Context: an optimization exercise on an open-source flow, tuned for small area and a short achievable clock period. The choices shown serve that exercise and are no tape-out recipe.
Only simulation tests tie the RTL to the original design; equivalence was not proved.
No activity file was given, so power comes from the tool's default toggle rates.

== raven ==
// fu_cluster
module fu_cluster (
    input  logic                        clock,
    input  logic                        reset,
    input  logic                        squash,
    input  logic [102:0]                alu0_issue,
    input  logic [102:0]                alu1_issue,
    input  logic [102:0]                mult_issue,
    output logic                        alu1_stall,
    output logic [77:0]                 cdb
);
Settings: LEC_CHECK=0, ABC_AREA=1, CAP_MARGIN=20, CORE_MARGIN=2, CORE_UTILIZATION=40, CTS_CLUSTER_DIAMETER=120, CTS_CLUSTER_SIZE=25, SETUP_SLACK_MARGIN=5, SLEW_MARGIN=20, SYNTH_HIERARCHICAL=1; clock period 8.0 ns.
standard.sh (not shown) runs the stock make flow with config.mk's settings and CLKGATE_MAP_FILE= SYNTH_SCRIPT=/design/flow/synth_recipe.tcl, a recipe that flattens the netlist after the stock synthesis.
==> flow/flow/run.sh <==
#!/bin/bash
# The standard layout, with plain buffers on the ports in place of the
# delay cells the resizer picks by default (every port still gets one)
set -o pipefail
cp standard.sh standard_sh.txt
export BUFFER_PORTS_ARGS="-buffer_cell sky130_fd_sc_hd__buf_2"
bash standard.sh > standard.log 2>&1
raven finished all stages; the layout is clean.
The inputs of amber differ from those of raven as listed below.
- CTS_CLUSTER_DIAMETER no longer set, was 120
- CTS_CLUSTER_SIZE no longer set, was 25
==> flow/run.sh (new file) <==
#!/bin/bash
# synth_recipe.tcl (not shown) runs the flow's synth.tcl, then flattens the netlist and writes it again
# the make line also repeats each setting of config.mk as NAME=value (left out here)
make -C /OpenROAD-flow-scripts/flow DESIGN_CONFIG=/design/flow/config.mk WORK_HOME=/design/flow/orfs CLKGATE_MAP_FILE= SYNTH_SCRIPT=/design/flow/synth_recipe.tcl finish
removed: flow/flow/run.sh
removed: flow/standard.sh
Findings:
Relative to raven, highest achievable clock rate has decreased by 1.3% in amber. raven ended up with ix0[24]$_DFF_P_ as its end point of the critical path; amber ended up with ix1[21]$_DFF_P_. amber vs. raven: post-synthesis adder-cell area fraction held steady, wire length shows an increase of 3.3%. Diff raven -> amber: synthesis-to-layout area growth rose 8.2 points, final core utilization rose 3.3 points.
## Diff of input files: violet against amber
- CTS_BUF_LIST newly set to sky130_fd_sc_hd__clkbuf_8
- CORE_UTILIZATION changed from 40 to 50
==> flow/flow/run.sh (new file) <==
#!/bin/bash
# The standard layout, with plain buffers on the ports in place of the
# delay cells the resizer picks by default (every port still gets one)
set -o pipefail
cp standard.sh standard_sh.txt
export BUFFER_PORTS_ARGS="-buffer_cell sky130_fd_sc_hd__buf_1"
bash standard.sh > standard.log 2>&1
==> flow/standard.sh (new file) <==
#!/bin/bash
# synth_recipe.tcl (not shown) runs the flow's synth.tcl, then flattens the netlist and writes it again
# the make line also repeats each setting of config.mk as NAME=value (left out here)
make -C /OpenROAD-flow-scripts/flow DESIGN_CONFIG=/design/flow/config.mk WORK_HOME=/design/flow/orfs CLKGATE_MAP_FILE= SYNTH_SCRIPT=/design/flow/synth_recipe.tcl "${@:-finish}"
removed: flow/run.sh
Notes after the runs:
Sort violet and amber by met1 track demand over resource in global routing desc -> top: violet
When violet is set beside amber, its post-layout instance count excluding filler cells turns out to be 4.5% smaller.
amber reports its slowest cell on the critical path as ha_1 while violet reports fa_2.
| fraction of standard cell area in multi-input logic | higher: violet |
Combinational group share of total power in violet vs amber: down 1.3 points
A capturing element of the worst setup path of ix1[21]$_DFF_P_ is what amber shows, while ix0[21]$_DFF_P_ belongs to violet.
amber vs violet, layer carrying the most global-route usage: met2 vs met1
Higher time the final worst path needs with I/O delays and setup among violet and amber: amber
--- input diff violet..xenon ---
- CORE_UTILIZATION changed from 50 to 40
- CTS_CLUSTER_DIAMETER newly set to 120
- CTS_CLUSTER_SIZE newly set to 25
- CTS_BUF_LIST removed (was sky130_fd_sc_hd__clkbuf_8)
--- outcome ---
- Every stage of the flow completed for xenon, and the final layout passed the timing, design-rule and antenna checks.
- violet completed; timing, DRC and antenna clean
- Taking violet as the reference, in xenon detailed-routed wire length on met2 grew by about 12%, worst hold-check slack grew by 0.012 ns, final design instance area without fill shrank by 1.1%, number of diodes added for antenna fixing shrank by 3.
diff inputs: xenon => zinc
- CTS_CLUSTER_DIAMETER removed (was 120)
- CTS_CLUSTER_SIZE removed (was 25)
diff --git a/flow/flow/run.sh b/flow/flow/run.sh
--- a/flow/flow/run.sh
+++ b/flow/flow/run.sh
@@ -4,4 +4,4 @@
 set -o pipefail
 cp standard.sh standard_sh.txt
-export BUFFER_PORTS_ARGS="-buffer_cell sky130_fd_sc_hd__buf_1"
+export BUFFER_PORTS_ARGS="-buffer_cell sky130_fd_sc_hd__buf_2"
 bash standard.sh > standard.log 2>&1
==> comparison <==
Count of clock-buffer cells in the layout delta for zinc relative to xenon: about 100% higher. Diff xenon -> zinc | detailed placer's ending HPWL | decrease of about 0.75%. Fraction of standard cell area that is sequential: zinc vs xenon down 0.81 points. Diff xenon -> zinc: met1 wire length dropped 3.2%; endpoint required time on the critical path barely changed; share of total power consumed by net switching dropped 2.7 points; sequential cell count barely changed. zinc: overall power is about 10% higher than what xenon reported. Going from xenon to zinc, highest clock rate grew slightly.
What fjord does differently from zinc at the input level:
- swapping 40 for 50 in CORE_UTILIZATION
==> comparison <==
- Compared with zinc, in fjord setup slack of the worst register-to-register path shows no meaningful change; total of buffers placed on input and output ports shows no meaningful change.
- fjord — relative area change from synthesis to final layout 0.94 points lower, zinc as reference
- Number of global-route vias before repair (lower): fjord
- A critical path launch point of alu0_issue[5] is what fjord shows, while alu0_issue[30] belongs to zinc.
- Summary — final cell count, fjord relative to zinc: lower, by 321.
- fjord ended with every stage complete and zero timing, DRC or antenna violations.
- Relative to zinc, maximum resistive drop on vdd increased by 0.055 mV in fjord.
- Diff zinc -> fjord | combinational power | down slightly

[separate check: timing with driven ports]
How much do the figures lean on ideal ports? The routed layouts below were timed once more, with nothing changed but the port constraints. Step 1 sets driving cells, clkbuf_16 on the clock port and buf_2 on the other inputs (assumed; they add their load-dependent delay and slew). Step 2, shift: input delay + t, output delay - t, t = (earliest + latest rising clock arrival at the registers) / 2. This alone moves slack from input paths to output paths. a / b / c = ideal / step 1 / step 2; a / b = the first two.
run	t, ns	setup slack, ns	hold WS [ns]	clock arrival spread, ns	cell pins on the clock port's net
raven	0.720	4.884 / 4.906 / 4.186	0.334 / 0.334 / 0.334	0.032 / 0.032	1
amber	0.702	4.843 / 4.867 / 4.165	0.324 / 0.324 / 0.324	0.047 / 0.047	1
violet	0.786	4.885 / 4.887 / 4.101	0.322 / 0.322 / 0.322	0.061 / 0.062	1
xenon	0.714	4.897 / 4.908 / 4.194	0.334 / 0.334 / 0.334	0.042 / 0.042	1
zinc	0.729	4.915 / 4.933 / 4.204	0.321 / 0.321 / 0.321	0.040 / 0.040	1
fjord	0.713	4.950 / 4.970 / 4.257	0.324 / 0.324 / 0.324	0.052 / 0.052	1
After both steps every run listed still meets setup and hold. For violet, which loses most, drivers alone change the setup slack by +0.002 ns; drivers and shift together by -0.784 ns.
